Context: an optimization exercise on an open-source flow, tuned for small area, a short achievable clock period and few clock cycles per item. The choices shown serve that exercise and are no tape-out recipe. Where RTL was checked, it was by simulation tests only, not by an equivalence proof against the original. For runs 1 and 2, only the layout was checked, not whether the RTL still works. Power and IR drop assume default switching activity.

==> flow/design.v <==
package hough_pkg;
    typedef enum logic [2:0] {
        IDLE,
        CLEAR_ACC,      
        VOTE,           
        FIND_PEAKS,     
        DONE_STATE
    } hough_state_t;
    typedef logic [$clog2(16)-1:0]   coord_t;       
    typedef logic [$clog2(16)-1:0] theta_idx_t;   
    typedef logic [$clog2(16)-1:0]   rho_bin_t;     
    typedef logic [$clog2(63+1)-1:0] vote_t;
    typedef logic [$clog2(256)-1:0]  acc_addr_t;
    typedef logic [7:0] line_field_t;   
endpackage
module rho_binner (
    input  logic [7:0]  pix,         
    output logic [63:0] codes        
);
    localparam logic [16383:0] TAB = 16384'h000048bfffffffff000048bffffffffe000158cffffffffd000259cfffffffec000269cfffffffdb00036acfffffffca00047acffffffeb900148adfffffeda800258bdfffffec9700369bdffffedb8601479bdffffeca750247acdfffedb9640258acefffeca8530369bdeffedc97421479bdefeedb9631257abdefedca8520000037aeffffffff000037aefffffffe000047befffffffd000148beffffffec000258beffffffdb000269befffffeca000369befffffdb9001479ceffffeca800147acefffedb9700258aceefeeca8600368bceeeedb97501479bceeedcb96402579bdeeedca8530368acdeedcb97421469bcdeddca86312579bcdedcb975200000269dffffffff000036adfffffffe000037adfffffffd000047adffffffec000147adefffffdb000258adeffffeca000258adefffedb9000368bdeffedca8001469bdeeeedb97002479bddeedca8600358abddddcb97501368abddddca86402479acdddcb975303579bcddcba86421468abcdccb985312479accdcca974200000158cefffffff0000259ceffffffe0000269ceffffffd0000369cefffffec0000369cdffffedb0001479cdeffedca000247acdeeeecb9000258acdeeedca8000368acddddcb97001468accddcba86002479accdcca975003579accccb9864014689bcccba975302478abccbb9864213579abcbba9753124689bbcbb9864200000047bdfffffff0000148bdffffffe0000158bdfffffed0000258bdeffffdc0000358bcefffecb0000368bceeeedba0001469bcdeedca90002479bcdddcb980002579bccdcba970013579bbcccb9860014689bbcbba875002468abbbba9764013579abbba98653024689abbaa97642135789abaa98653124679aabaa9764200000036acfffffff0000037acefffffe0000147aceffffed0000147acdeffedc0000257abdeeeecb0000257abddeddba0000358abcdddca90001368abccccb980002468abbccba870002468aabbba9760013578aabba98650024679aaaa987540134689aaa9986430135789aaa9875320246789aa98764211357899a9987531000000259beffffff00000269bdfffffe00000369bdefffed00000369bceeeedc00001469acdeedcb00001469acdddcba00002479abcccba900003579abbcba9800013579abbba987000246799aaa9976000246799aa998650013568999998754002457899998764301346789998765320245678998875421134678898876431000000148adefffff00000258aceffffe00000258acdeffed00000258acdeeedc000003589bcdddcb000013589bccccba000013689abcbba9000024689abbba98000024689aaaa9870001356899999876000235688999876500124578888876540013467888876543012456788877643202346778877653211345677877654310000000379cefffff000001479bdefffe000001479bdeeeed000001479bcddddc000002479abcdccb000002478abccbba0000035789abbba90000135789aaaa9800001357899999870000245788998876000134577888876500023467788776540012456777776543002345677766543201345667766543211234566766543210000000268bdeffff000000368aceefee000000368acdeedd000000368abcddcc0000013689bcccbb0000013679abbbaa00000246799aaa99000002467899999800001246788998870000134677888776000023466777766500012456677766540002345666665543001234566665443201234556655443211234455655443210000000157aceffff0000002579bdeeee0000002579bcdddd0000002579accdcc0000002578abbcbb00000025689abbaa000001356899aa990000013567899988000001356788887700000235667777660000123556676655000013455666654400012345555554330012334555544322001234455544321101234445444321000000000469bdefff0000001469bcdeee0000001468acdddd00000014689bcccc00000014679abbbb000000145789aaaa00000024578999990000002456788888000001245677887700000124566777660000012445666655000012344555554400001234444444330001223444443322001223344433321101223334333221000000000358acefff0000000358acdeee00000003579bcddd00000003579abccc000000035689abbb0000000346899aaa000000134678999900000013456788880000001345677777000000134556666600000013345555550000012334444444000001233344433300001223333333220001122333322211011222232222110000000002479cdeff00000002479bcdee00000002468abcdd000000024689bbcc000000024679aabb0000000235789aaa000000023567899900000002346778880000000234566777000000023445666600000002234455550000001223344444000000122333333300000112222222220000111222221111001111121111100000000001369bdeef00000001368acdde000000013589bccd000000013579abbc0000000135689aab00000001246789aa000000012457889900000001235677880000000123456677000000012344556600000001123445550000000112333444000000011222333300000001111222220000000111111111000000010000000000000000258acdef000000002579bcde000000002479accd0000000024689bbc0000000024679aab000000001357899a0000000013467889000000001345677800000000123456670000000012344556000000000123444500000000012233340000000001122223000000000011111200000000000000010000000000000000;
    assign codes = TAB[64*pix +: 64];
endmodule
module hough_top (
    input  logic                   clk,
    input  logic                   reset_n,
    input  logic                   start,
    output logic                   busy,
    output logic                   done,
    input  logic                   wr_en,
    input  logic [7:0]             wr_addr,
    input  logic [7:0]             wr_data,
    output logic [7:0]             num_lines,
    output logic [4*8-1:0] line_rho,
    output logic [4*8-1:0] line_theta,
    output logic [4*8-1:0] line_votes
);
    localparam logic [767:0] CELL_W  = 768'h000005bb6dad000005b6db6d000025b6cb6d0000e5b6db6d00012db6cb6d00072db6db6d00392db6db6d00096db6cb6d00496db6596d01bb6db6cb6d01c96db6496d0e5b6db2492d124b6db2392d725b6db1c72d92cb6d8d86e5db6db560001d;
    localparam logic [15:0]  COL_SAT = 16'hfc00;
    localparam logic [1:0] S_IDLE = 2'd0, S_VOTE = 2'd1, S_HIT = 2'd2;
    logic         wq_en;
    logic [4:0]   wq_addr;
    logic [7:0]   wq_data;
    logic [255:0] img;
    logic [15:0]  nz_q;             
    always_ff @(posedge clk or negedge reset_n) begin
        if (!reset_n) wq_en <= 1'b0;
        else          wq_en <= wr_en && (wr_addr[7:5] == 3'd0);
    end
    always_ff @(posedge clk) begin
        wq_addr <= wr_addr[4:0];
        wq_data <= wr_data;
    end
    always_ff @(posedge clk or negedge reset_n) begin
        if (!reset_n) img <= '0;
        else if (wq_en) img[wq_addr*8 +: 8] <= wq_data;
    end
    always_ff @(posedge clk) begin
        for (int i = 0; i < 16; i++) nz_q[i] <= |img[16*i +: 16];
    end
    logic [1:0]    state;
    logic          vfirst_q;        
    logic          busy_r, done_r;
    logic          clr_pend;        
    logic          clr;             
    logic [31:0]   written;         
    logic [15:0]   voted;           
    logic          inval;           
    logic [15:0]   prem;            
    logic [3:0]    py;
    logic [15:0]   p_low, p_after, p_cand, p_take, p_row;
    logic          p_run, p_fetch, p_more;
    logic          pix_v;
    logic [7:0]    pix_q;
    logic [15:0]   hrem;            
    logic [3:0]    hy;
    logic [15:0]   h_above;         
    logic [15:0]   hnz_q;           
    logic [255:0]  hitv;
    logic [15:0]   h_low, h_after, h_cand, h_take, h_row, h_gt, h_above_nx;
    logic          h_run, h_fetch, h_more;
    logic          skip8_q;         
    logic          cv_q;            
    logic          hv_q;            
    logic [3:0]    ht_q;
    logic [63:0]   codes_q;
    logic          rv_q;            
    logic [5:0]    rdv_q;
    logic [3:0]    rr_q, rt_q;
    logic [63:0]   codes_d;
    logic [5:0]    rdv;
    function automatic logic [3:0] enc16(input logic [15:0] oh);
        enc16[0] = |(oh & 16'hAAAA);
        enc16[1] = |(oh & 16'hCCCC);
        enc16[2] = |(oh & 16'hF0F0);
        enc16[3] = |(oh & 16'hFF00);
    endfunction
    function automatic logic [15:0] low16(input logic [15:0] v);
        logic seen;
        seen = 1'b0;
        for (int i = 0; i < 16; i++) begin
            low16[i] = v[i] && !seen;
            seen = seen || v[i];
        end
    endfunction
    assign clr = inval || clr_pend;
    assign p_run   = !clr && (state != S_HIT);
    assign p_low   = low16(prem);
    assign p_after = prem & ~p_low;
    always_comb begin
        for (int i = 0; i < 16; i++)
            p_cand[i] = nz_q[i] && !voted[i] &&
                        ((state != S_IDLE) || (written[2*i] && written[2*i + 1]));
    end
    assign p_take  = low16(p_cand);
    assign p_fetch = p_run && (p_after == '0) && (p_cand != '0);
    always_comb begin
        p_row = '0;
        for (int i = 0; i < 16; i++) p_row = p_row | (img[16*i +: 16] & {16{p_take[i]}});
    end
    assign p_more = (prem != '0) || (p_cand != '0);
    always_ff @(posedge clk) begin
        pix_q <= {py, enc16(p_low)};
        if (p_run && p_fetch) py <= enc16(p_take);
    end
    always_ff @(posedge clk or negedge reset_n) begin
        if (!reset_n) pix_v <= 1'b0;
        else          pix_v <= p_run && (prem != '0);
    end
    always_ff @(posedge clk) begin
        if (!p_run)       prem <= '0;
        else if (p_fetch) prem <= p_row;
        else              prem <= p_after;
    end
    logic wq_row_taken;
    assign wq_row_taken = wq_en && (voted[wq_addr[4:1]] || (p_fetch && p_take[wq_addr[4:1]]));
    always_ff @(posedge clk or negedge reset_n) begin
        if (!reset_n)          inval <= 1'b1;
        else if (clr)          inval <= 1'b0;
        else if (wq_row_taken) inval <= 1'b1;
    end
    always_ff @(posedge clk) begin
        if (clr)          voted <= '0;
        else if (p_fetch) voted <= voted | p_take;
        for (int i = 0; i < 32; i++) begin
            if (wq_en && (wq_addr == 5'(i))) written[i] <= 1'b1;
            else if (clr) written[i] <= 1'b0;
        end
    end
    assign h_run   = (state == S_HIT);
    assign h_low   = low16(hrem);
    assign h_after = hrem & ~h_low;
    assign h_cand  = hnz_q & h_gt;
    assign h_take  = low16(h_cand);
    assign h_gt    = h_above;
    always_comb begin
        logic seen;
        seen = 1'b0;
        for (int i = 0; i < 16; i++) begin
            h_above_nx[i] = seen;
            seen = seen || h_cand[i];
        end
    end
    assign h_fetch = h_run && (h_after == '0) && (h_cand != '0);
    always_comb begin
        h_row = '0;
        for (int i = 0; i < 16; i++) h_row = h_row | (hitv[16*i +: 16] & {16{h_take[i]}});
    end
    assign h_more = (hrem != '0) || (h_cand != '0);
    always_ff @(posedge clk) begin
        if (h_run && h_fetch) hy <= enc16(h_take);
    end
    always_ff @(posedge clk) begin
        for (int i = 0; i < 16; i++) hnz_q[i] <= |hitv[16*i +: 16];
        if (!h_run) begin
            hrem    <= '0;
            h_above <= '1;
        end else if (h_fetch) begin
            hrem    <= h_row;
            h_above <= h_above_nx;
        end else begin
            hrem    <= h_after;
        end
    end
    always_ff @(posedge clk or negedge reset_n) begin
        if (!reset_n) begin
            state    <= S_IDLE;
            vfirst_q <= 1'b0;
            busy_r   <= 1'b0;
            done_r   <= 1'b0;
            clr_pend <= 1'b0;
        end else begin
            done_r   <= 1'b0;
            vfirst_q <= 1'b0;
            clr_pend <= 1'b0;
            case (state)
                S_IDLE: begin
                    if (start) begin
                        busy_r   <= 1'b1;
                        state    <= S_VOTE;
                        vfirst_q <= 1'b1;
                    end
                end
                S_VOTE: begin
                    if (!vfirst_q && !clr && !p_more && !pix_v && !cv_q) state <= S_HIT;
                end
                S_HIT: begin
                    if (!h_more && !hv_q) begin
                        state    <= S_IDLE;
                        busy_r   <= 1'b0;
                        done_r   <= 1'b1;
                        clr_pend <= 1'b1;
                    end
                end
                default: state <= S_IDLE;
            endcase
        end
    end
    assign busy = busy_r;
    assign done = done_r;
    rho_binner u_bin (.pix(pix_q), .codes(codes_d));
    always_ff @(posedge clk or negedge reset_n) begin
        if (!reset_n) begin
            cv_q <= 1'b0;
            hv_q <= 1'b0;
        end else begin
            cv_q <= pix_v && !clr;
            hv_q <= h_run && (hrem != '0);
        end
    end
    always_ff @(posedge clk) begin
        ht_q <= enc16(h_low);
        if (h_run) codes_q <= {16{hy}};          
        else       codes_q <= codes_d;
    end
    logic [256*6-1:0] cellv;        
    logic [16*6-1:0]  rd;           
    genvar t, r;
    generate
        for (t = 0; t < 16; t++) begin : g_col
            logic [3:0]  code;
            logic [15:0] sel;            
            logic [15:0] wsel;           
            logic [5:0]  cur;
            logic [5:0]  inc;
            logic [5:0]  nxt;
            assign code = codes_q[4*t +: 4];
            always_comb begin
                for (int i = 0; i < 16; i++) sel[i] = (code == 4'(i));
            end
            assign wsel = {16{clr}} | ({16{cv_q}} & sel);
            always_comb begin
                cur = '0;
                for (int i = 0; i < 16; i++) cur = cur | (cellv[(i*16 + t)*6 +: 6] & {6{sel[i]}});
            end
            assign rd[t*6 +: 6] = cur;
            assign inc = {cur[5] ^ (&cur[4:0]), cur[4] ^ (&cur[3:0]), cur[3] ^ (&cur[2:0]),
                          cur[2] ^ (&cur[1:0]), cur[1] ^ cur[0], !cur[0]};
            if (COL_SAT[t]) begin : g_sat
                assign nxt = clr ? 6'd0 : ((&cur) ? cur : inc);
            end else begin : g_nosat
                assign nxt = clr ? 6'd0 : inc;
            end
            for (r = 0; r < 16; r++) begin : g_row
                localparam int W = int'(CELL_W[(r*16 + t)*3 +: 3]);
                if (W > 0) begin : g_cell
                    logic [W-1:0] q;
                    always_ff @(posedge clk) begin
                        if (wsel[r]) q <= nxt[W-1:0];
                    end
                    assign cellv[(r*16 + t)*6 +: 6] = 6'(q);
                    if (W > 3) begin : g_f8
                        assign hitv[r*16 + t] = (q >= W'(5)) &&
                                                (!skip8_q || (q >= W'(8)));
                    end else begin : g_nf8
                        assign hitv[r*16 + t] = (q >= W'(5)) && !skip8_q;
                    end
                end else begin : g_none
                    assign cellv[(r*16 + t)*6 +: 6] = 6'd0;
                    assign hitv[r*16 + t] = 1'b0;
                end
            end
        end
    endgenerate
    always_comb begin
        rdv = '0;
        for (int i = 0; i < 16; i++) rdv = rdv | (rd[i*6 +: 6] & {6{ht_q == 4'(i)}});
    end
    always_ff @(posedge clk or negedge reset_n) begin
        if (!reset_n) rv_q <= 1'b0;
        else          rv_q <= hv_q;
    end
    always_ff @(posedge clk) begin
        rdv_q <= rdv;
        rr_q  <= codes_q[3:0];
        rt_q  <= ht_q;
    end
    logic [2:0]  cnt;
    logic [2:0]  cnt_out;           
    logic [15:0] s_rho;             
    logic [31:0] s_th;              
    logic [23:0] s_v;               
    logic [7:0]  new_th;
    logic [3:0]  vmin;              
    logic [3:0]  beats;             
    logic [3:0]  wr_slot;           
    always_comb begin
        logic [5:0] v0, v1, v2, v3;
        v0 = s_v[0 +: 6];  v1 = s_v[6 +: 6];  v2 = s_v[12 +: 6];  v3 = s_v[18 +: 6];
        vmin[0] = !(v1 < v0) && !(v2 < v0) && !(v3 < v0);
        vmin[1] =  (v1 < v0) && !(v2 < v1) && !(v3 < v1);
        vmin[2] =  (v2 < v0) &&  (v2 < v1) && !(v3 < v2);
        vmin[3] =  (v3 < v0) &&  (v3 < v1) &&  (v3 < v2);
        for (int i = 0; i < 4; i++) beats[i] = (rdv_q > s_v[6*i +: 6]);
        for (int i = 0; i < 4; i++)
            wr_slot[i] = rv_q && (cnt[2] ? (vmin[i] && beats[i]) : (cnt[1:0] == 2'(i)));
    end
    always_ff @(posedge clk) begin
        logic [5:0] wv;
        wv = '0;
        for (int i = 0; i < 4; i++) wv = wv | (s_v[6*i +: 6] & {6{vmin[i]}});
        skip8_q <= cnt[2] && (wv >= 6'd7) && (state == S_HIT);
    end
    always_comb begin
        case (rt_q)
            4'd0:  new_th = 8'd0;    4'd1:  new_th = 8'd11;
            4'd2:  new_th = 8'd22;   4'd3:  new_th = 8'd33;
            4'd4:  new_th = 8'd45;   4'd5:  new_th = 8'd56;
            4'd6:  new_th = 8'd67;   4'd7:  new_th = 8'd78;
            4'd8:  new_th = 8'd90;   4'd9:  new_th = 8'd101;
            4'd10: new_th = 8'd112;  4'd11: new_th = 8'd123;
            4'd12: new_th = 8'd135;  4'd13: new_th = 8'd146;
            4'd14: new_th = 8'd157;  default: new_th = 8'd168;
        endcase
    end
    always_ff @(posedge clk or negedge reset_n) begin
        if (!reset_n) begin
            cnt     <= '0;
            cnt_out <= '0;
            s_rho <= '0;
            s_th  <= '0;
            s_v   <= '0;
        end else if (vfirst_q) begin
            cnt     <= '0;
            cnt_out <= '0;
            s_rho <= '0;
            s_th  <= '0;
            s_v   <= '0;
        end else begin
            if (rv_q && !cnt[2]) begin
                cnt     <= cnt + 1'b1;
                cnt_out <= cnt + 1'b1;
            end
            for (int i = 0; i < 4; i++) begin
                if (wr_slot[i]) begin
                    s_rho[4*i +: 4] <= rr_q;
                    s_th[8*i +: 8]  <= new_th;
                    s_v[6*i +: 6]   <= rdv_q;
                end
            end
        end
    end
    assign num_lines = {5'd0, cnt_out};
    generate
        for (t = 0; t < 4; t++) begin : g_out
            assign line_rho[8*t +: 8]   = {4'd0, s_rho[4*t +: 4]};
            assign line_theta[8*t +: 8] = s_th[8*t +: 8];
            assign line_votes[8*t +: 8] = {2'd0, s_v[6*t +: 6]};
        end
    endgenerate
endmodule
==> flow/flow/run.sh <==
#!/bin/bash
set -euo pipefail
MARGIN=${MARGIN:-8.2}
ABCP=${ABCP:-3500}
bash standard.sh SETUP_SLACK_MARGIN=$MARGIN ABC_CLOCK_PERIOD_IN_PS=$ABCP finish > flow_make.log 2>&1
==> flow/standard.sh <==
#!/bin/bash
# synth_recipe.tcl (not shown) runs the flow's synth.tcl, then flattens the netlist and writes it again
# the make line also repeats each setting of config.mk as NAME=value (left out here)
make -C /OpenROAD-flow-scripts/flow DESIGN_CONFIG=/design/flow/config.mk WORK_HOME=/design/flow/orfs CLKGATE_MAP_FILE= SYNTH_SCRIPT=/design/flow/synth_recipe.tcl "${@:-finish}"
==> flow/config.mk <==
export PLATFORM = sky130hd
export DESIGN_NAME = hough_top
export DESIGN_NICKNAME = hough_top
export VERILOG_FILES = /design/flow/design.v
export SDC_FILE = /design/flow/constraint.sdc
export NUM_CORES = 4
export LEC_CHECK = 0
export CAP_MARGIN = 20
export CORE_MARGIN = 2
export CORE_UTILIZATION = 65
export CTS_CLUSTER_DIAMETER = 80
export CTS_CLUSTER_SIZE = 30
export SLEW_MARGIN = 20
export SYNTH_MEMORY_MAX_BITS = 65536
==> flow/constraint.sdc <==
create_clock -name core_clock -period 12.0 [get_ports {clk}]
set_input_delay 2.4000 -clock core_clock [delete_from_list [all_inputs] [get_ports {clk}]]
set_output_delay 2.4000 -clock core_clock [all_outputs]
set_load 0.01 [all_outputs]
==> metrics.sh, run 1 <==
RUN_STATUS='no timing/DRC/antenna violations'
CLOCK_TREE.BUFFER_DEPTH=3
START_UTIL_PCT=65.5
DR_TOTAL_VIAS=69200
SYNTH.DISTINCT_CELLS=98
MIN_FROM='py[3]$_DFFE_PP_'
CP_MAX_FO=31
TOTAL_AREA_OF_MULTI_INPUT_COMBINATIONAL_CELLS_UM2=34600
SYNTH_ASYNC_SR_FLOP_SHARE_PCT=22.5
CAPTURE_ENDPOINT_OF_THE_WORST_HOLD_PATH='pix_q[7]$_DFF_P_'
SETUP_VIOL=0
SWITCHING_POWER_mW=12.9
POST_ROUTE_CELLS_DRIVE_ABOVE_1_SHARE_PCT=10.4
STATIC-LEAKAGE-POWER_nW=30.5
SYN2LAYOUT_AREA_GROWTH_PCT=6.34
INTERNAL-POWER_mW=14.0
LAYOUTNONFILLERINSTCOUNT=8954
POST_SYNTH_INST_COUNT=7449
BUFFER_PORTS.INSERTED=96
CLOCK_SKEW_PS=60.8
CORE-AREA_UM2=120000
WORST_EP_REQUIRED_PS=12560
DIE_WIDTH_UM=352
REGAREA_UM2=41600
ROUTE.TOP_LAYER_USED='met5'
NETLIST_AREA_UM2=78600
REPORT.FINAL.HOLD_VIOL_COUNT=0
ANTENNA_FOUND_INITIAL=24
GRT_SETUP_UNREPAIRED='yes'
ROUTED_WL_MM=304
WORSTHOLDPATHTYPE='register to register'
SLEW_HEADROOM_PCT=5.15
POST-PLACE-CELLS=8769
R2R_CELLS=9
WORST-R2R-SETUP-SLACK_PS=8030
ENDPOINT_KIND='register'
DRTPASS1ITERATIONS=10
NETS=7428
DR_WL_MET3_MM=50.3
NFILLCELLS=8751
CLOCK_LATENCY_PS=750
POWER-PER-CELL-AREA_nW_PER_UM2=321
DATA_ARRIVAL_TIME_AT_THE_WORST_SLACK_ENDPOINT_PS=4530
DRT-WIRELENGTH-PER-CELL_UM=34.0
HTREE_LEVELS=3
HOLDBUFCOUNTCTS=0
WL_MET2_MM=125
WORST-SLEW-PIN-TRANSITION_PS=1410
SETUP_TNS_PS=0
CLOCKROOTBUFFER='sky130_fd_sc_hd__clkbuf_16'
VIAS_IN_THE_FIRST_GLOBAL_ROUTE=63300
SYNTH_SEQ_AREA_SHARE_PCT=52.9
SYNTHFLOPTYPE='sky130_fd_sc_hd__edfxtp_1'
DPL.HPWL_MM=219
WL_MET1_MM=108
FINAL.MIN_CLOCK_PERIOD_PS=3970
REMAINING_DRC_ERRORS=0
FLOORPLAN.IO_PINS=126
TRITONCTS.NUM_BUFFERS=70
DIE_AREA_UM2=124000
GLOBALROUTETOTALUTIL_PCT=48.1
DRT.ANTENNA.VIOLATING_NETS=0
GRT_START_MAX_NET_PINS=199
MAX_CAP_VIOL_COUNT=0
FMAX_MHz=252
DRT_ITER0_DRC=15000
PLACE_CONGESTION=1.10
GRT_PASS1_WL_MM=435
TRITONCTS_CLOCK_TREE='done'
LAYOUT_WORST_PATH_CYCLE_SHARE_PCT=33.1
MAX_SLEW_VIO_COUNT=0
WHS_PATH_DEPTH=0
YS.WARNINGS.COUNT=1
POSTSYNTHREGISTERBITS=1519
COMB_POWER_SHARE_PCT=50.7
CTS.CLK_SLEW.WORST_PATHS_PS=110
FLOORPLAN.ROWS=127
CLKSINKCOUNT=1519
CRITICAL_PATH_CLASS='register to register'
CLKPWRFRAC_PCT=11.3
DETAIL_ROUTE.VIAS_PER_CELL=7.73
SYN_AREA_PER_CELL_UM2=10.5
WORST_VDD_RAIL_IR_DROP_V=0.000239
CRIT-REG2REG-LAUNCH='pix_q[1]$_DFF_P_'
SYNTH_EDF_COUNT=943
POWER.SEQUENTIAL.FRACTION_PCT=38.0
RR_ENDPOINT='codes_q[17]$_DFF_P_'
DIE_HEIGHT_UM=352
GRT-OVFL-TOTAL=0
CATEGORY_OF_THE_WORST_SETUP_PATH_LAUNCH_POINT='register'
SWITCHING_SHARE_PCT=47.9
routing by layer:
layer / GRT usage [%] / vias to the layer above
met1: 65.3 / 33000
met4: 24.7 / 26
met5: 0 / -
met2: 68.3 / 6654
met3: 16.8 / 1364
li1: - / 28200
what timing repair did:
| action | CTS | global route |
|---|---|---|
| cloned | 1 | 0 |
| pin swaps | 1 | 2 |
| setup endpoints to repair | 341 | 486 |
| gates resized for setup | 174 | 66 |
| buffers inserted | 36 | 5 |
through the flow:
stage | area (µm²) | utilization, % | setup slack [ps] | total power [mW] | hold WS, ps
2_1_floorplan | 78700 | - | 8850 | 17.5 | 323
3_3_place_gp | 80600 | 67.2 | 7620 | 22.5 | 324
3_5_place_dp | 80600 | 67.2 | 7780 | 22.8 | 329
4_1_cts | 83300 | 69.4 | 8050 | 25.8 | 355
5_1_grt | 83500 | 69.6 | 8180 | 27.5 | 361
6_report | 83600 | 69.6 | 8030 | 26.8 | 358
how the worst max path moves through the flow:
stage	from	endpoint	slack, ps	depth (start not counted)
floorplan	pix_q[2]$_DFF_P_	codes_q[12]$_DFF_P_	8850	11
global placement	codes_q[31]$_DFF_P_	g_col[7].g_row[4].g_cell.q[3]$_DFFE_PP_	7620	8
global route	codes_q[42]$_DFF_P_	g_col[10].g_row[11].g_cell.q[0]$_DFFE_PP_	8180	9
CTS	done_r$_DFF_PN0_	done	8050	1
detailed placement	codes_q[45]$_DFF_P_	g_col[11].g_row[10].g_cell.q[1]$_DFFE_PP_	7780	9
finish	pix_q[1]$_DFF_P_	codes_q[17]$_DFF_P_	8030	9
registers in the layout (all words and copies together), names as in the netlist, 24 cells and up:
name	cells
s_v	24
codes_q	62
s_th	32
written	32
g_col.g_row.g_cell.q	935
img	256
critical path, cell delays in order, from the launching register on:
cell	delay (ps)
sky130_fd_sc_hd__dfxtp_1	320
sky130_fd_sc_hd__buf_4	390
sky130_fd_sc_hd__ha_1	1060
sky130_fd_sc_hd__nor2_1	590
sky130_fd_sc_hd__nor2_1	340
sky130_fd_sc_hd__nand2_1	200
sky130_fd_sc_hd__a211oi_1	450
sky130_fd_sc_hd__a31oi_1	100
sky130_fd_sc_hd__nor2_1	240
sky130_fd_sc_hd__o31ai_1	110
kinds of logic after synthesis:
group                      after synthesis  share of synthesized area [%]
muxes                                  387                           5.92
AOI/OAI and AO/OA                     2334                           20.6
and+or+nand+nor                       2319                           14.3
DFF                                   1519                           52.9
other                                    1                        0.00477
buffers and inverters                  706                           3.62
adders and majority gates              139                           2.20
xor gates and xnor gates                44                          0.490
cells in the final DEF, fill, tap and decap left out, types with 42 or more instances in the layout:
cell / n
sky130_fd_sc_hd__edfxtp_1: 943
sky130_fd_sc_hd__nand2_1: 669
sky130_fd_sc_hd__o21ai_0: 561
sky130_fd_sc_hd__nor2_1: 537
sky130_fd_sc_hd__a21oi_1: 379
sky130_fd_sc_hd__dfrtp_1: 321
sky130_fd_sc_hd__a22o_1: 238
sky130_fd_sc_hd__nand3_1: 227
sky130_fd_sc_hd__dfxtp_1: 219
sky130_fd_sc_hd__mux2_2: 202
sky130_fd_sc_hd__o211ai_1: 191
sky130_fd_sc_hd__buf_4: 178
sky130_fd_sc_hd__mux2i_1: 143
sky130_fd_sc_hd__inv_1: 139
sky130_fd_sc_hd__ha_1: 134
sky130_fd_sc_hd__a22oi_1: 129
sky130_fd_sc_hd__nand2b_1: 126
sky130_fd_sc_hd__nor4_1: 117
sky130_fd_sc_hd__nor3_1: 116
sky130_fd_sc_hd__nor2b_1: 112
sky130_fd_sc_hd__a31oi_1: 96
sky130_fd_sc_hd__a211oi_1: 79
sky130_fd_sc_hd__a221oi_1: 78
sky130_fd_sc_hd__clkbuf_16: 72
sky130_fd_sc_hd__nand4_1: 68
sky130_fd_sc_hd__or2_2: 65
sky130_fd_sc_hd__and2_1: 62
sky130_fd_sc_hd__o22ai_1: 60
sky130_fd_sc_hd__o31ai_1: 56
sky130_fd_sc_hd__and3_1: 51
sky130_fd_sc_hd__clkdlybuf4s15_1: 45
sky130_fd_sc_hd__mux4_2: 42
synthesized netlist by cell type, drive strengths merged (23+ instances only):
library cell  instances  area [µm²]
nor3                124         657
dfrtp               341        8530
nand2               669        2510
nand2b              128         801
nand3               228        1150
nor3b                23         178
a221oi               83         758
mux2i               143        1430
a311o                32         320
nor2b               116         726
o311ai               23         201
or2                  66         413
a22oi               129         968
o211ai              191        1430
a31oi                97         607
o31ai                56         420
a211oi               86         678
o21ai               564        2820
o221ai               33         289
and2                 66         413
nor4                122         803
a221o                26         260
nand3b               25         188
nor2                569        2140
buf                 157         781
a32oi                33         289
xnor2                25         219
a21oi               386        1930
dfxtp               234        4680
ha                  134        1680
clkbuf              402        1510
mux2                202        2270
mux4                 42         946
nand4                68         425
a311oi               27         243
and3                 51         319
edfxtp              943       28300
or3                  25         156
inv                 142         533
o22ai                60         375
a222oi               39         390
a22o                238        2080
power by group through the flow:
stage               combinational, mW  sequential [mW]  clock [mW]
finish                           13.6             10.2        3.04
detailed placement               12.5             10.3           0
global placement                 12.3             10.2           0
CTS                              12.7             10.1        3.01
global route                     14.0             10.3        3.19
floorplan                        7.85             9.61           0
final cells by class:
class                           count  area share, %
Clock buffer                       95           2.27
Sequential cell                  1519           49.8
Tap cell                         1612           2.41
Timing Repair inverter              1        0.00898
Clock inverter                     30          0.536
Multi-Input combinational cell   5252           41.4
Antenna cell                       15         0.0449
Inverter                          147          0.675
Timing Repair Buffer              283           2.85
==> inputs of run 2 (changes only) <==
--- a/flow/config.mk
+++ b/flow/config.mk
@@ -5,6 +5,7 @@
 export SDC_FILE = /design/flow/constraint.sdc
 export NUM_CORES = 4
 export LEC_CHECK = 0
+export ABC_AREA = 1
 export CAP_MARGIN = 20
 export CORE_MARGIN = 2
 export CORE_UTILIZATION = 65
==> run 2 against run 1 <==
Net effect: still clean; setup slack improved by 20 ps; core utilization rose by 0.32 points; global-route usage down 0.94 points; non-clock buffer count decreased by 32; power fell by 4.0%; clock skew decreased by 4.6 ps; count of clock-buffer cells in the layout grew 3; combinational power decreased by 5%; critical path type unchanged; critical endpoint is now hnz_q[6]$_DFF_P_; highest routed layer unchanged.
==> metrics.sh, run 2 <==
RUN_STATUS='no timing/DRC/antenna violations'
COMB_POWER_SHARE_PCT=49.9  # -0.8 points
HTREE_LEVELS=3  # unchanged
CORE-AREA_UM2=118000  # -1.8%
TRITONCTS_CLOCK_TREE='done'
MAX_SLEW_VIO_COUNT=0  # unchanged
SWITCHING_POWER_mW=12.5  # -2.8%
GLOBALROUTETOTALUTIL_PCT=47.2  # -0.94 points
CATEGORY_OF_THE_WORST_SETUP_PATH_LAUNCH_POINT='register'
START_UTIL_PCT=65.4  # -0.14 points
SYNTHDOMINANTCELLAREASHARE_PCT=36.8  # +0.76 points
PLACE_CONGESTION=1.12  # +2.0%
STATIC-LEAKAGE-POWER_nW=33.9  # +11%
MOST_INSTANTIATED_LIBRARY_CELL_AFTER_SYNTHESIS='sky130_fd_sc_hd__nand2_1'
ROUTED_WL_MM=292  # -4.2%
DPL.HPWL_MM=214  # -2.0%
DR_TOTAL_VIAS=70900  # +2.5%
SYNTH_SEQ_AREA_SHARE_PCT=54.0  # +1.1 points
VIAS_IN_THE_FIRST_GLOBAL_ROUTE=66000  # +4.3%
CLKSINKCOUNT=1519  # unchanged
HOLD-WORST-SLACK_PS=358  # -0.354 ps
GRT_START_MAX_NET_PINS=88  # -56%
FINAL.MIN_CLOCK_PERIOD_PS=3950  # -20.1 ps
REMAINING_DRC_ERRORS=0  # unchanged
FINAL_CRITICAL_PATH_SETUP_SLACK_PS=8050  # +20.1 ps
SYNTHFLOPTYPE='sky130_fd_sc_hd__edfxtp_1'
SYN_AREA_PER_CELL_UM2=8.83  # -16%
LARGEST_REGISTERS='g_col.g_row.g_cell.q x935, img x256, codes_q x62'
GRT-OVFL-TOTAL=0  # unchanged
LIBRARY_CELL_OCCUPYING_THE_MOST_AREA_IN_THE_POST_SYNTHESIS_NETLIST='sky130_fd_sc_hd__edfxtp_1'
SYNTH_COMMONEST_CELLS='sky130_fd_sc_hd__nand2_1, sky130_fd_sc_hd__inv_1, sky130_fd_sc_hd__nor2_1, sky130_fd_sc_hd__edfxtp_1, sky130_fd_sc_hd__o21ai_0'
MAX_CAP_VIOL_COUNT=0  # unchanged
SYNTH_EDF_COUNT=943  # unchanged
DIE_WIDTH_UM=348  # -1.0%
TRITONCTS.NUM_BUFFERS=69  # -1.4%
POWER-PER-CELL-AREA_nW_PER_UM2=313  # -2.7%
INTERNAL-POWER_mW=13.3  # -5.2%
DIE_AREA_UM2=121000  # -2.0%
SETUP_VIOL=0  # unchanged
CRITICAL_PATH_CLASS='register to register'
DRT-WIRELENGTH-PER-CELL_UM=28.2  # -17%
POST_SYNTH_INST_COUNT=8716  # +17%
REPORT.FINAL.HOLD_VIOL_COUNT=0  # unchanged
DRT.ANTENNA.VIOLATING_NETS=0  # unchanged
WORST_EP_REQUIRED_PS=12580  # +20 ps
ANTENNA_FOUND_INITIAL=16  # -33%
FLOORPLAN.IO_PINS=126  # unchanged
NETLIST_TOP_CELLS_AREA='sky130_fd_sc_hd__edfxtp_1, sky130_fd_sc_hd__dfrtp_1, sky130_fd_sc_hd__nand2_1'
CLOCK_SKEW_PS=56.2  # -4.63 ps
SYNTH_ASYNC_SR_FLOP_SHARE_PCT=22.5  # unchanged
CLOCK_TREE.BUFFER_DEPTH=3  # unchanged
PRECTSSETUPSLACK_PS=7290  # -490 ps
DRT_ITER0_DRC=12700  # -15%
POST_ROUTE_CELLS_DRIVE_ABOVE_1_SHARE_PCT=5.64  # -4.7 points
FMAX_MHz=253  # +0.51%
LARGEST_REGISTER_FFS=935  # unchanged
DETAIL_ROUTE.VIAS_PER_CELL=6.85  # -11%
FLOORPLAN.ROWS=126  # -0.79%
DATA_ARRIVAL_TIME_AT_THE_WORST_SLACK_ENDPOINT_PS=4530  # about the same
CLOCKROOTBUFFER='sky130_fd_sc_hd__clkbuf_16'
POWER.SEQUENTIAL.FRACTION_PCT=38.6  # +0.6 points
DRTPASS1ITERATIONS=15  # +5
DIE_HEIGHT_UM=348  # -1.0%
NETS=8907  # +20%
SYN2LAYOUT_AREA_GROWTH_PCT=7.07
ENDPOINT_KIND='register'
WORST_VDD_RAIL_IR_DROP_V=0.000264  # +10%
SYNTH.DISTINCT_CELLS=86  # -12%
MOSTFREQUENTLAYOUTCELL='sky130_fd_sc_hd__nand2_1'
YS.WARNINGS.COUNT=1  # unchanged
WORSTHOLDPATHTYPE='register to register'
CLOCK_LATENCY_PS=720  # -30 ps
POST-ROUTE-UTIL_PCT=70.0  # +0.32 points
NETLIST_AREA_UM2=77000  # -2.1%
NFILLCELLS=9230  # +5.5%
SWITCHING_SHARE_PCT=48.5  # +0.62 points
BUFFER_PORTS.INSERTED=96  # unchanged
GRT_SETUP_UNREPAIRED='yes'
LAYOUT_WORST_PATH_CYCLE_SHARE_PCT=32.9  # -0.17 points
WORST-SLEW-PIN-TRANSITION_PS=1290  # -121 ps
CLKPWRFRAC_PCT=11.5  # +0.2 points
REGISTERS.TOP_BY_FF_COUNT='g_col.g_row.g_cell.q'
SLEW_HEADROOM_PCT=13.5  # +8.4 points
LAYOUT_COMMON_CELLS='sky130_fd_sc_hd__nand2_1, sky130_fd_sc_hd__inv_1, sky130_fd_sc_hd__nor2_1, sky130_fd_sc_hd__edfxtp_1, sky130_fd_sc_hd__o21ai_0'
GRT_PASS1_WL_MM=423  # -2.7%
SETUP_TNS_PS=0  # unchanged
CTS.CLK_SLEW.WORST_PATHS_PS=120  # about the same
POSTSYNTHREGISTERBITS=1519  # unchanged
CP_MAX_FO=76  # +150%
-- run 2: worst paths after layout --
| path | start | to | slack [ps] | cells past startpoint |
|---|---|---|---|---|
| max | skip8_q$_DFF_P_ | hnz_q[6]$_DFF_P_ | 8050 | 8 |
| min | py[0]$_DFFE_PP_ | pix_q[4]$_DFF_P_ | 360 | 0 |
| max reg2reg | skip8_q$_DFF_P_ | hnz_q[6]$_DFF_P_ | 8050 | 8 |
| min reg2reg | py[0]$_DFFE_PP_ | pix_q[4]$_DFF_P_ | 360 | 0 |
| max in group asynchronous | reset_n | img[167]$_DFFE_PN0P_ | 8570 | 3 |
| min in group asynchronous | reset_n | s_v[14]$_DFFE_PN0P_ | 1690 | 1 |
-- run 2: cell type report --
cell class	instances	area (µm²)	area share, %
antenna	9	22.5	0.0273
clock buffer	98	1920	2.33
clock inverter	27	379	0.460
inverter	1172	4430	5.37
multi-input combinational	5740	30000	36.5
sequential	1519	41600	50.5
tap	1536	1920	2.33
timing repair buffer	251	2120	2.57
-- run 2: kinds of logic (layout without fill, tap and decap cells) --
logic type,count (synthesis),in the layout,share of synthesized area (%)
and+or+nand+nor,3729,3729,20.9
AOI/OAI and AO/OA,1795,1795,14.7
DFF,1519,1519,54.0
buffers and inverters,1485,1548,7.53
adders and majority gates,134,134,2.18
muxes,32,32,0.455
xor gates and xnor gates,21,21,0.239
other,1,38,0.00487
-- run 2: critical path: stages, from the launching register on --
cell and delay (ps):
sky130_fd_sc_hd__dfxtp_2 570, sky130_fd_sc_hd__inv_6 250, sky130_fd_sc_hd__buf_12 260, sky130_fd_sc_hd__buf_4 480
sky130_fd_sc_hd__o211ai_1 160, sky130_fd_sc_hd__nor3b_1 650, sky130_fd_sc_hd__nand4_1 320, sky130_fd_sc_hd__nor4b_1 770
sky130_fd_sc_hd__nand2_1 90
-- run 2: layer usage --
metal  part of all wire, %  global-route usage [%]
met5                 0.059                       0
met3                    16                    17.1
met2                    41                    67.7
met4                   8.6                    31.2
met1                    35                    60.2
-- run 2: what timing repair did --
action	CTS	global route
hold buffers	0	0
setup buffers	32	18
resized for setup	122	43
setup endpoints to repair	390	358
pin swaps	0	3
-- run 2: power groups by stage --
stage	registers [mW]	clock network, mW	logic [mW]
after floorplan	9.61	0	6.96
after CTS	9.89	2.95	12.0
after detailed placement	10.0	0	11.9
after global placement	9.98	0	11.7
after global routing	10.0	3.11	13.5
final	9.95	2.96	12.9
-- run 2: per-stage QoR --
stage / cell area (µm²) / instances / power, mW
floorplan: 77100 / 8744 / 16.6
global placement: 79400 / 10200 / 21.7
detailed placement: 79500 / 10200 / 22.0
CTS: 82000 / 10300 / 24.9
global route: 82400 / 10300 / 26.6
finish: 82400 / 10400 / 25.8
==> inputs of run 3 (changes only) <==
--- a/flow/design.v
+++ b/flow/design.v
@@ -75,7 +75,10 @@
     logic [3:0]    hy;
     logic [15:0]   h_above;         
     logic [15:0]   hnz_q;           
-    logic [255:0]  hitv;
+    logic [255:0]  hitv;            
+    logic [255:0]  hit8v;           
+    logic [15:0]   hnz8_q;          
+    logic [15:0]   h_row5, h_row8;
     logic [15:0]   h_low, h_after, h_cand, h_take, h_row, h_gt, h_above_nx;
     logic          h_run, h_fetch, h_more;
     logic          skip8_q;         
@@ -149,7 +152,7 @@
     assign h_run   = (state == S_HIT);
     assign h_low   = low16(hrem);
     assign h_after = hrem & ~h_low;
-    assign h_cand  = hnz_q & h_gt;
+    assign h_cand  = (skip8_q ? hnz8_q : hnz_q) & h_gt;
     assign h_take  = low16(h_cand);
     assign h_gt    = h_above;
     always_comb begin
@@ -162,15 +165,23 @@
     end
     assign h_fetch = h_run && (h_after == '0) && (h_cand != '0);
     always_comb begin
-        h_row = '0;
-        for (int i = 0; i < 16; i++) h_row = h_row | (hitv[16*i +: 16] & {16{h_take[i]}});
+        h_row5 = '0;
+        h_row8 = '0;
+        for (int i = 0; i < 16; i++) begin
+            h_row5 = h_row5 | (hitv[16*i +: 16] & {16{h_take[i]}});
+            h_row8 = h_row8 | (hit8v[16*i +: 16] & {16{h_take[i]}});
+        end
     end
+    assign h_row = skip8_q ? h_row8 : h_row5;
     assign h_more = (hrem != '0) || (h_cand != '0);
     always_ff @(posedge clk) begin
         if (h_run && h_fetch) hy <= enc16(h_take);
     end
     always_ff @(posedge clk) begin
-        for (int i = 0; i < 16; i++) hnz_q[i] <= |hitv[16*i +: 16];
+        for (int i = 0; i < 16; i++) begin
+            hnz_q[i]  <= |hitv[16*i +: 16];
+            hnz8_q[i] <= |hit8v[16*i +: 16];
+        end
         if (!h_run) begin
             hrem    <= '0;
             h_above <= '1;
@@ -268,15 +279,16 @@
                         if (wsel[r]) q <= nxt[W-1:0];
                     end
                     assign cellv[(r*16 + t)*6 +: 6] = 6'(q);
-                    if (W > 3) begin : g_f8
-                        assign hitv[r*16 + t] = (q >= W'(5)) &&
-                                                (!skip8_q || (q >= W'(8)));
-                    end else begin : g_nf8
-                        assign hitv[r*16 + t] = (q >= W'(5)) && !skip8_q;
+                    assign hitv[r*16 + t] = (q >= W'(5));
+                    if (W > 3) begin : g_8
+                        assign hit8v[r*16 + t] = (q >= W'(8));
+                    end else begin : g_n8
+                        assign hit8v[r*16 + t] = 1'b0;
                     end
                 end else begin : g_none
                     assign cellv[(r*16 + t)*6 +: 6] = 6'd0;
                     assign hitv[r*16 + t] = 1'b0;
+                    assign hit8v[r*16 + t] = 1'b0;
                 end
             end
         end
==> flow/flow/run.sh (replaced) <==
#!/bin/bash
set -euo pipefail
MARGIN=${MARGIN:-8.4}
ABCP=${ABCP:-3500}
bash standard.sh SETUP_SLACK_MARGIN=$MARGIN ABC_CLOCK_PERIOD_IN_PS=$ABCP finish > flow_make.log 2>&1
==> flow/config.mk (replaced) <==
export PLATFORM = sky130hd
export DESIGN_NAME = hough_top
export DESIGN_NICKNAME = hough_top
export VERILOG_FILES = /design/flow/design.v
export SDC_FILE = /design/flow/constraint.sdc
export NUM_CORES = 4
export LEC_CHECK = 0
export CAP_MARGIN = 20
export CORE_MARGIN = 2
export CORE_UTILIZATION = 60
export CTS_CLUSTER_DIAMETER = 80
export CTS_CLUSTER_SIZE = 24
export SLEW_MARGIN = 20
export SYNTH_MEMORY_MAX_BITS = 65536
==> run 3 against run 2 <==
Net effect: the layout now fails its checks (capacitance limit); final area grew 6.4%; highest routed layer unchanged; clock skew grew 4.8 ps; largest power group unchanged; cell count shrank 7.9%; global-route usage grew 4.9 points.
==> metrics.sh, run 3 <==
RUN_STATUS='finished with violations'
CHECKFAILREASONS='capacitance limit'
DRT.ANTENNA.VIOLATING_NETS=0  # unchanged
LIBRARY_CELL_OCCUPYING_THE_MOST_AREA_IN_THE_POST_SYNTHESIS_NETLIST='sky130_fd_sc_hd__edfxtp_1'
HTREE_LEVELS=3  # unchanged
PLACE_AREA_UM2=83500  # +5.0%
DR_TOTAL_VIAS=75500  # +6.5%
YS.WARNINGS.COUNT=1  # unchanged
CTS.CLK_SLEW.WORST_PATHS_PS=100  # -20 ps
POST_ROUTE_CELLS_DRIVE_ABOVE_1_SHARE_PCT=12.2  # +6.5 points
GRT-OVFL-TOTAL=0  # unchanged
FINAL.MIN_CLOCK_PERIOD_PS=3830  # -119 ps
WHS_PATH_DEPTH=0  # unchanged
POSTSYNTHREGISTERBITS=1535  # +1.1%
SYNTHFLOPTYPE='sky130_fd_sc_hd__edfxtp_1'
MOSTFREQUENTLAYOUTCELL='sky130_fd_sc_hd__edfxtp_1'
FLOORPLAN.ROWS=134  # +6.3%
WORST_EP_REQUIRED_PS=12590  # about the same
SETUP_TNS_PS=0  # unchanged
DRT_ITER0_DRC=16000  # +25%
CORE-AREA_UM2=134000  # +14%
TRITONCTS.NUM_BUFFERS=90  # +30%
VIAS_IN_THE_FIRST_GLOBAL_ROUTE=69700  # +5.6%
REPORT.FINAL.HOLD_VIOL_COUNT=0  # unchanged
ENDPOINT_KIND='register'
PLACE_CONGESTION=1.11  # -0.97%
TOTALPOWERFINAL_mW=28.2  # +9.5%
LAYOUT_COMMON_CELLS='sky130_fd_sc_hd__edfxtp_1, sky130_fd_sc_hd__nand2_1, sky130_fd_sc_hd__o21ai_0, sky130_fd_sc_hd__nor2_1, sky130_fd_sc_hd__dfrtp_1'
SYNTH_SEQ_AREA_SHARE_PCT=51.7  # -2.3 points
DIE_AREA_UM2=138000  # +14%
START_UTIL_PCT=60.6  # -4.8 points
TRITONCTS_CLOCK_TREE='done'
CLOCK_TREE.BUFFER_DEPTH=3  # unchanged
GRT_PASS1_WL_MM=514  # +21%
CLKSINKCOUNT=1535  # +1.1%
CLOCKROOTBUFFER='sky130_fd_sc_hd__clkbuf_16'
SYNTH.DISTINCT_CELLS=97  # +13%
NFILLCELLS=9916  # +7.4%
SLEW_HEADROOM_PCT=1.80  # -12 points
CATEGORY_OF_THE_WORST_SETUP_PATH_LAUNCH_POINT='register'
SYN_AREA_PER_CELL_UM2=10.4  # +18%
R2R_CELLS=4  # -4
MAX_CAP_VIOL_COUNT=1  # +1
MOST_INSTANTIATED_LIBRARY_CELL_AFTER_SYNTHESIS='sky130_fd_sc_hd__edfxtp_1'
CLOCK_SKEW_PS=61.0  # +4.79 ps
SYNTH_EDF_COUNT=943  # unchanged
NETS=7832  # -12%
SYN2LAYOUT_AREA_GROWTH_PCT=8.13
SETUP_VIOL=0  # unchanged
DETAIL_ROUTE.VIAS_PER_CELL=7.92  # +16%
DPL.HPWL_MM=271  # +26%
CP_MAX_FO=3  # -96%
BUFFER_PORTS.INSERTED=96  # unchanged
ANTENNA_FOUND_INITIAL=32  # +16
FINAL_CRITICAL_PATH_SETUP_SLACK_PS=8170  # +119 ps
LARGEST_REGISTER_FFS=935  # unchanged
SYNTH_ASYNC_SR_FLOP_SHARE_PCT=22.3  # -0.23 points
POST_SYNTH_INST_COUNT=7799  # -11%
LAYOUT_WORST_PATH_CYCLE_SHARE_PCT=31.9  # -0.99 points
DRTPASS1ITERATIONS=14  # -1
STATIC-LEAKAGE-POWER_nW=32.1  # -5.2%
GLOBALROUTETOTALUTIL_PCT=52.0  # +4.9 points
WORST-SLEW-PIN-TRANSITION_PS=1460  # +173 ps
GRT_START_MAX_NET_PINS=168  # +91%
NETLIST_TOP_CELLS_AREA='sky130_fd_sc_hd__edfxtp_1, sky130_fd_sc_hd__dfrtp_1, sky130_fd_sc_hd__dfxtp_1'
REGAREA_UM2=41900  # +0.89%
DATA_ARRIVAL_TIME_AT_THE_WORST_SLACK_ENDPOINT_PS=4430  # -100 ps
FLOORPLAN.IO_PINS=126  # unchanged
DIE_WIDTH_UM=372  # +6.8%
DIE_HEIGHT_UM=372  # +6.8%
REGISTERS.TOP_BY_FF_COUNT='g_col.g_row.g_cell.q'
WORST_VDD_RAIL_IR_DROP_V=0.000206  # -22%
LARGEST_REGISTERS='g_col.g_row.g_cell.q x935, img x256, codes_q x62'
GRT_SETUP_UNREPAIRED='yes'
MAX_SLEW_VIO_COUNT=0  # unchanged
CRITICAL_PATH_CLASS='register to register'
SYNTH_COMMONEST_CELLS='sky130_fd_sc_hd__edfxtp_1, sky130_fd_sc_hd__nand2_1, sky130_fd_sc_hd__o21ai_0, sky130_fd_sc_hd__nor2_1, sky130_fd_sc_hd__clkbuf_1'
POST-ROUTE-CELL-AREA_UM2=87700  # +6.4%
PRECTSSETUPSLACK_PS=7180  # -117 ps
SYNTHDOMINANTCELLAREASHARE_PCT=34.9  # -1.9 points
WORSTHOLDPATHTYPE='register to register'
CLOCK_LATENCY_PS=790  # +70 ps
FMAX_MHz=261  # +3.1%
NETLIST_AREA_UM2=81100  # +5.3%
POWER-PER-CELL-AREA_nW_PER_UM2=322  # +2.9%
DRT-WIRELENGTH-PER-CELL_UM=38.6  # +37%
TOTAL_AREA_OF_MULTI_INPUT_COMBINATIONAL_CELLS_UM2=37100  # +24%
ROUTED_WL_MM=368  # +26%
REMAINING_DRC_ERRORS=0  # unchanged
-- run 3: through the flow --
stage	util [%]	hold WS, ps	instances
floorplan	-	323	7827
global placement	62.4	347	9281
detailed placement	62.4	334	9283
CTS	65.1	369	9493
global route	65.5	381	9522
finish	65.5	367	9538
-- run 3: power breakdown --
part           switching, mW  total [mW]  internal (mW)
Clock                   2.01        3.62           1.61
Combinational           10.5        14.4           3.88
Sequential              1.18        10.2           9.01
-- run 3: layout make-up --
type                       instances  area share [%]
clock inverter                    40           0.778
antenna                           16          0.0457
tap                             1768            2.52
multi-input combinational       5583            42.4
timing repair buffer             333            3.06
sequential                      1535            47.8
inverter                         135           0.592
clock buffer                     128            2.79
-- run 3: cell families (layout without fill, tap and decap cells) --
family	after synthesis	after routing	share of synthesized area (%)
simple gates	2558	2558	15.7
compound gates	2390	2390	20.3
flops	1535	1535	51.7
buf+inv	709	636	3.46
mux	420	420	6.21
fa+ha+maj	140	140	2.14
xor+xnor	46	46	0.497
other cells	1	45	0.00463
-- run 3: worst paths after layout --
check / from / end / slack [ps]
max: g_col[3].g_row[8].g_cell.q[4]$_DFFE_PP_ / hnz_q[8]$_DFF_P_ / 8170
min: py[3]$_DFFE_PP_ / pix_q[7]$_DFF_P_ / 370
max reg2reg: g_col[3].g_row[8].g_cell.q[4]$_DFFE_PP_ / hnz_q[8]$_DFF_P_ / 8170
min reg2reg: py[3]$_DFFE_PP_ / pix_q[7]$_DFF_P_ / 370
max in group asynchronous: reset_n / wq_en$_DFF_PN0_ / 8720
min in group asynchronous: reset_n / img[16]$_DFFE_PN0P_ / 1690
-- run 3: worst max-delay path, stage by stage (launching register included) --
cell and delay [ps]:
sky130_fd_sc_hd__edfxtp_1 420, sky130_fd_sc_hd__nor2_1 890, sky130_fd_sc_hd__nand2_1 760, sky130_fd_sc_hd__nor4_1 1380, sky130_fd_sc_hd__nand3_1 200
-- run 3: what timing repair did --
item                       4_1_cts  5_1_grt
gates resized for setup        451       98
hold buffers                     0        0
cloned                           0        1
pin swaps                        3        5
buffers inserted                42       24
setup endpoints to repair      885      878
-- run 3: metal layers --
| layer | vias to the layer above | global-route usage (%) | share of wire (%) |
|---|---|---|---|
| met3 | 2243 | 15.6 | 14 |
| met4 | 24 | 42.3 | 11 |
| met1 | 35800 | 63.1 | 33 |
| li1 | 29900 | - | - |
| met5 | - | 0 | 0.043 |
| met2 | 7613 | 76.8 | 42 |
Testbench counts of run 3, summed over its fixed seeds: cycles 5,014, frames 96.
==> inputs of run 4 (changes only) <==
--- a/flow/config.mk
+++ b/flow/config.mk
@@ -5,6 +5,7 @@
 export SDC_FILE = /design/flow/constraint.sdc
 export NUM_CORES = 4
 export LEC_CHECK = 0
+export ABC_AREA = 1
 export CAP_MARGIN = 20
 export CORE_MARGIN = 2
 export CORE_UTILIZATION = 60
==> run 4 against run 3 <==
Net effect: now clean on timing, DRC and antenna; count of clock-buffer cells in the layout unchanged; sequential share of layout area increased by 1.3 points; via count decreased by 0.52%; clock power decreased by 7.7%; cell count increased by 16%; sequential power decreased by 22%; combinational power decreased by 53%; first-iteration DRC count decreased by 10%; largest power group is now sequential cells.
==> metrics.sh, run 4 <==
RUN_STATUS='no timing/DRC/antenna violations'
WORST_VDD_RAIL_IR_DROP_V=0.000199  # -3.5%
SYNTHDOMINANTCELLAREASHARE_PCT=36.1  # +1.2 points
POWER-PER-CELL-AREA_nW_PER_UM2=213  # -34%
LAYOUT_WORST_PATH_CYCLE_SHARE_PCT=31.0  # -0.96 points
SYNTH_ASYNC_SR_FLOP_SHARE_PCT=22.3  # unchanged
CATEGORY_OF_THE_WORST_SETUP_PATH_LAUNCH_POINT='register'
LARGEST_REGISTERS='g_col.g_row.g_cell.q x935, img x256, codes_q x62'
WORST-R2R-SETUP-SLACK_PS=8290  # +120 ps
LAYOUT_COMMON_CELLS='sky130_fd_sc_hd__nand2_1, sky130_fd_sc_hd__inv_1, sky130_fd_sc_hd__nor2_1, sky130_fd_sc_hd__edfxtp_1, sky130_fd_sc_hd__o21ai_0'
HTREE_LEVELS=3  # unchanged
POST-ROUTE-UTIL_PCT=65.8  # +0.24 points
FINAL.MIN_CLOCK_PERIOD_PS=3720  # -115 ps
FLOORPLAN.IO_PINS=126  # unchanged
DRT.ANTENNA.VIOLATING_NETS=0  # unchanged
SLEW_HEADROOM_PCT=8.31  # +6.5 points
NETS=9356  # +19%
TRITONCTS.NUM_BUFFERS=84  # -6.7%
WORST_EP_REQUIRED_PS=9600  # -2990 ps
SYNTH_COMMONEST_CELLS='sky130_fd_sc_hd__nand2_1, sky130_fd_sc_hd__inv_1, sky130_fd_sc_hd__nor2_1, sky130_fd_sc_hd__edfxtp_1, sky130_fd_sc_hd__o21ai_0'
START_UTIL_PCT=60.5  # -0.11 points
DR_TOTAL_VIAS=75100  # -0.52%
MOST_INSTANTIATED_LIBRARY_CELL_AFTER_SYNTHESIS='sky130_fd_sc_hd__nand2_1'
POST-ROUTE-CELL-AREA_UM2=85300  # -2.7%
SYNTH.MUX.AREA_FRACTION_PCT=0.549  # -5.7 points
CRIT_PATH_MAX_INCR_DELAY_PS=430  # -950 ps
MOSTFREQUENTLAYOUTCELL='sky130_fd_sc_hd__nand2_1'
CRIT-REG2REG-LAUNCH='codes_q[35]$_DFF_P_'
PATH_BUF_INV=1  # +1
SYNTH_COMPOUND_AREA_SHARE_PCT=15.1  # -5.2 points
DRT_ITER0_DRC=14300  # -10%
GRT_START_MAX_NET_PINS=97  # -42%
POSTSYNTHREGISTERBITS=1535  # unchanged
GRT-OVFL-TOTAL=0  # unchanged
DETAIL_ROUTE.VIAS_PER_CELL=6.81  # -14%
GLOBALROUTETOTALUTIL_PCT=47.4  # -4.6 points
LAYOUTNONFILLERINSTCOUNT=11000  # +16%
VIAS_IN_THE_FIRST_GLOBAL_ROUTE=68700  # -1.4%
TIMING.CRITICAL_PATH.FROM='s_v[13]$_DFFE_PN0P_'
SYN2LAYOUT_AREA_GROWTH_PCT=8.73
YOSYS.AREA_SHARE.XOR_XNOR_PCT=0.290  # -0.21 points
LARGEST_REGISTER_FFS=935  # unchanged
REMAINING_DRC_ERRORS=0  # unchanged
ANTENNA_FOUND_INITIAL=28  # -13%
DATA_ARRIVAL_TIME_AT_THE_WORST_SLACK_ENDPOINT_PS=1320  # -3110 ps
POST_SYNTH_INST_COUNT=9102  # +17%
MIN_FROM='py[2]$_DFFE_PP_'
NETLIST_AREA_UM2=78400  # -3.3%
TRITONCTS_CLOCK_TREE='done'
SYNTH_ADDER_AREA_SHARE_PCT=2.14  # -0.0039 points
SETUP_VIOL=0  # unchanged
PLACE_AREA_UM2=81200  # -2.7%
POST_ROUTE_CELLS_DRIVE_ABOVE_1_SHARE_PCT=7.10  # -5.1 points
GRT_PASS1_WL_MM=460  # -11%
SYNTH_SEQ_AREA_SHARE_PCT=53.4  # +1.8 points
YS.WARNINGS.COUNT=1  # unchanged
CLOCK_SKEW_PS=37.6  # -23.4 ps
CP_MAX_FO=4  # +1
TOTALPOWERFINAL_mW=18.2  # -36%
SYNTH.DISTINCT_CELLS=78  # -20%
CRITICAL_PATH_CLASS='register to primary output'
CRITICAL-PATH-SLOWEST-CELL='sky130_fd_sc_hd__dfrtp_1'
SYNTH_TOP_FAMILY_BY_AREA='simple AND/OR/NAND/NOR gates'
CRIT_CHAIN='buf_2'
SYN_AREA_PER_CELL_UM2=8.62  # -17%
DRTPASS1ITERATIONS=13  # -1
HOLDBUFCOUNTCTS=0  # unchanged
FMAX_MHz=269  # +3.1%
WORSTHOLDPATHTYPE='register to register'
PLACE_CONGESTION=1.14  # +2.6%
WORST-SLEW-PIN-TRANSITION_PS=1370  # -89.2 ps
WORST_PATH_DOMINANT_CELL_FAMILY='flip-flops'
CTS.CLK_SLEW.WORST_PATHS_PS=100  # about the same
CLOCK_LATENCY_PS=760  # -30 ps
CLOCK_TREE.BUFFER_DEPTH=3  # unchanged
CLOCKROOTBUFFER='sky130_fd_sc_hd__clkbuf_16'
DRT-WIRELENGTH-PER-CELL_UM=29.5  # -24%
ENDPOINT_KIND='primary output'
DIE_HEIGHT_UM=366  # -1.6%
MAX_SLEW_VIO_COUNT=0  # unchanged
DIE_AREA_UM2=134000  # -3.2%
POST-PLACE-CELLS=10800  # +16%
STATIC-LEAKAGE-POWER_nW=34.4  # +7.0%
LIBRARY_CELL_OCCUPYING_THE_MOST_AREA_IN_THE_POST_SYNTHESIS_NETLIST='sky130_fd_sc_hd__edfxtp_1'
CORE-AREA_UM2=130000  # -3.1%
MAX_CAP_VIOL_COUNT=0  # -1
ROUTED_WL_MM=325  # -12%
NETLIST_TOP_CELLS_AREA='sky130_fd_sc_hd__edfxtp_1, sky130_fd_sc_hd__dfrtp_1, sky130_fd_sc_hd__nand2_1'
DIE_WIDTH_UM=366  # -1.6%
REPORT.FINAL.HOLD_VIOL_COUNT=0  # unchanged
CLKSINKCOUNT=1535  # unchanged
POST_SYNTHESIS_SHARE_OF_CELL_AREA_SPENT_ON_AND_OR_NAND_AND_NOR_GATES_PCT=20.7  # +5.0 points
BUFFER_PORTS.INSERTED=96  # unchanged
GRT_SETUP_UNREPAIRED='yes'
SYNTH_EDF_COUNT=943  # unchanged
SETUP_TNS_PS=0  # unchanged
FLOORPLAN.ROWS=132  # -1.5%
SYNTHFLOPTYPE='sky130_fd_sc_hd__edfxtp_1'
DPL.HPWL_MM=242  # -11%
REGISTERS.TOP_BY_FF_COUNT='g_col.g_row.g_cell.q'
run 4: cell types whose count changed after synthesis, sizes merged, moves of 142 or more:
cell / change
a22o: -179
clkbuf: -243
inv: +1129
mux2: -193
mux2i: -142
nand2: +1118
nor2: +545
o21ai: +160
o22ai: +157
run 4: report_power, final:
part	internal [mW]	leakage [nW]	total [mW]	switching, mW
sequential	7.42	15.2	7.97	0.550
combinational	1.77	17.8	6.84	5.07
clock	1.45	1.33	3.34	1.90
run 4: worst paths after layout:
path                                         to  cells past startpoint
setup / recovery                 line_votes[17]                      1
hold / removal                 pix_q[6]$_DFF_P_                      0
setup reg to reg               rdv_q[1]$_DFF_P_                      9
hold reg to reg                pix_q[6]$_DFF_P_                      0
max in group asynchronous   img[65]$_DFFE_PN0P_                      3
min in group asynchronous  s_rho[1]$_DFFE_PN0P_                      1
run 4: metrics by stage:
step	worst slack, ps	hold slack, ps
detailed placement	7170	330
CTS	8260	353
global placement	7230	327
floorplan	9050	323
global route	8240	357
finish	8280	353
run 4: what timing repair did:
item / 4_1_cts / 5_1_grt
endpoints found under the setup margin: 821 / 804
buffers inserted: 44 / 53
pin swaps: 1 / 13
resized for setup: 413 / 101
gates cloned: 3 / 3
run 4: layer usage:
metal	global-route usage, %	wire (µm)
met4	26.1	24100
met5	0	380
met3	19.9	55000
met2	67.1	131000
met1	61.3	115000
run 4: cell families (layout without fill, tap and decap cells):
| logic type | after synthesis | count (layout) |
|---|---|---|
| AND/OR/NAND/NOR | 3830 | 3833 |
| AO/OA/AOI/OAI | 1950 | 1950 |
| buffers and inverters | 1586 | 1725 |
| flip-flops | 1535 | 1535 |
| adder cells (fa/ha/maj) | 134 | 134 |
| multiplexers | 40 | 40 |
| XOR/XNOR | 26 | 26 |
| other | 1 | 44 |
run 4: layout make-up:
cell class / instances / area (µm²)
Antenna cell: 15 / 37.5
Clock buffer: 128 / 2370
Clock inverter: 28 / 403
Fill cell: 10700 / 44400
Inverter: 1265 / 4820
Multi-Input combinational cell: 6012 / 31100
Sequential cell: 1535 / 41900
Tap cell: 1742 / 2180
Timing Repair Buffer: 302 / 2390
Timing Repair inverter: 2 / 12.5

==> separate check: timing with driven ports <==
In the flow no input, the clock included, has a driving cell. The finished layouts below were timed again as built, in two steps. Step 1 assumes that a clkbuf_16 drives the clock port and a buf_2 every other input. Step 2 also shifts input and output timing later by t, the mid clock arrival at the registers, as if the neighbouring blocks saw the same clock. Three values: ideal, step 1, step 2; two values: the first two.
run	t (ns)	setup WS [ns]	hold WS [ns]
run 1	0.810	8.027 / 8.027 / 7.909	0.358 / 0.358 / 0.358
run 2	0.769	8.047 / 8.047 / 7.819	0.358 / 0.358 / 0.358
run 3	0.845	8.167 / 8.076 / 7.924	0.367 / 0.367 / 0.367
run 4	0.827	8.282 / 8.197 / 7.818	0.353 / 0.353 / 0.353
For run 4, which loses most, drivers alone change the setup slack by -0.085 ns; drivers and shift together by -0.464 ns. The worst setup slack also covers recovery checks on asynchronous resets.
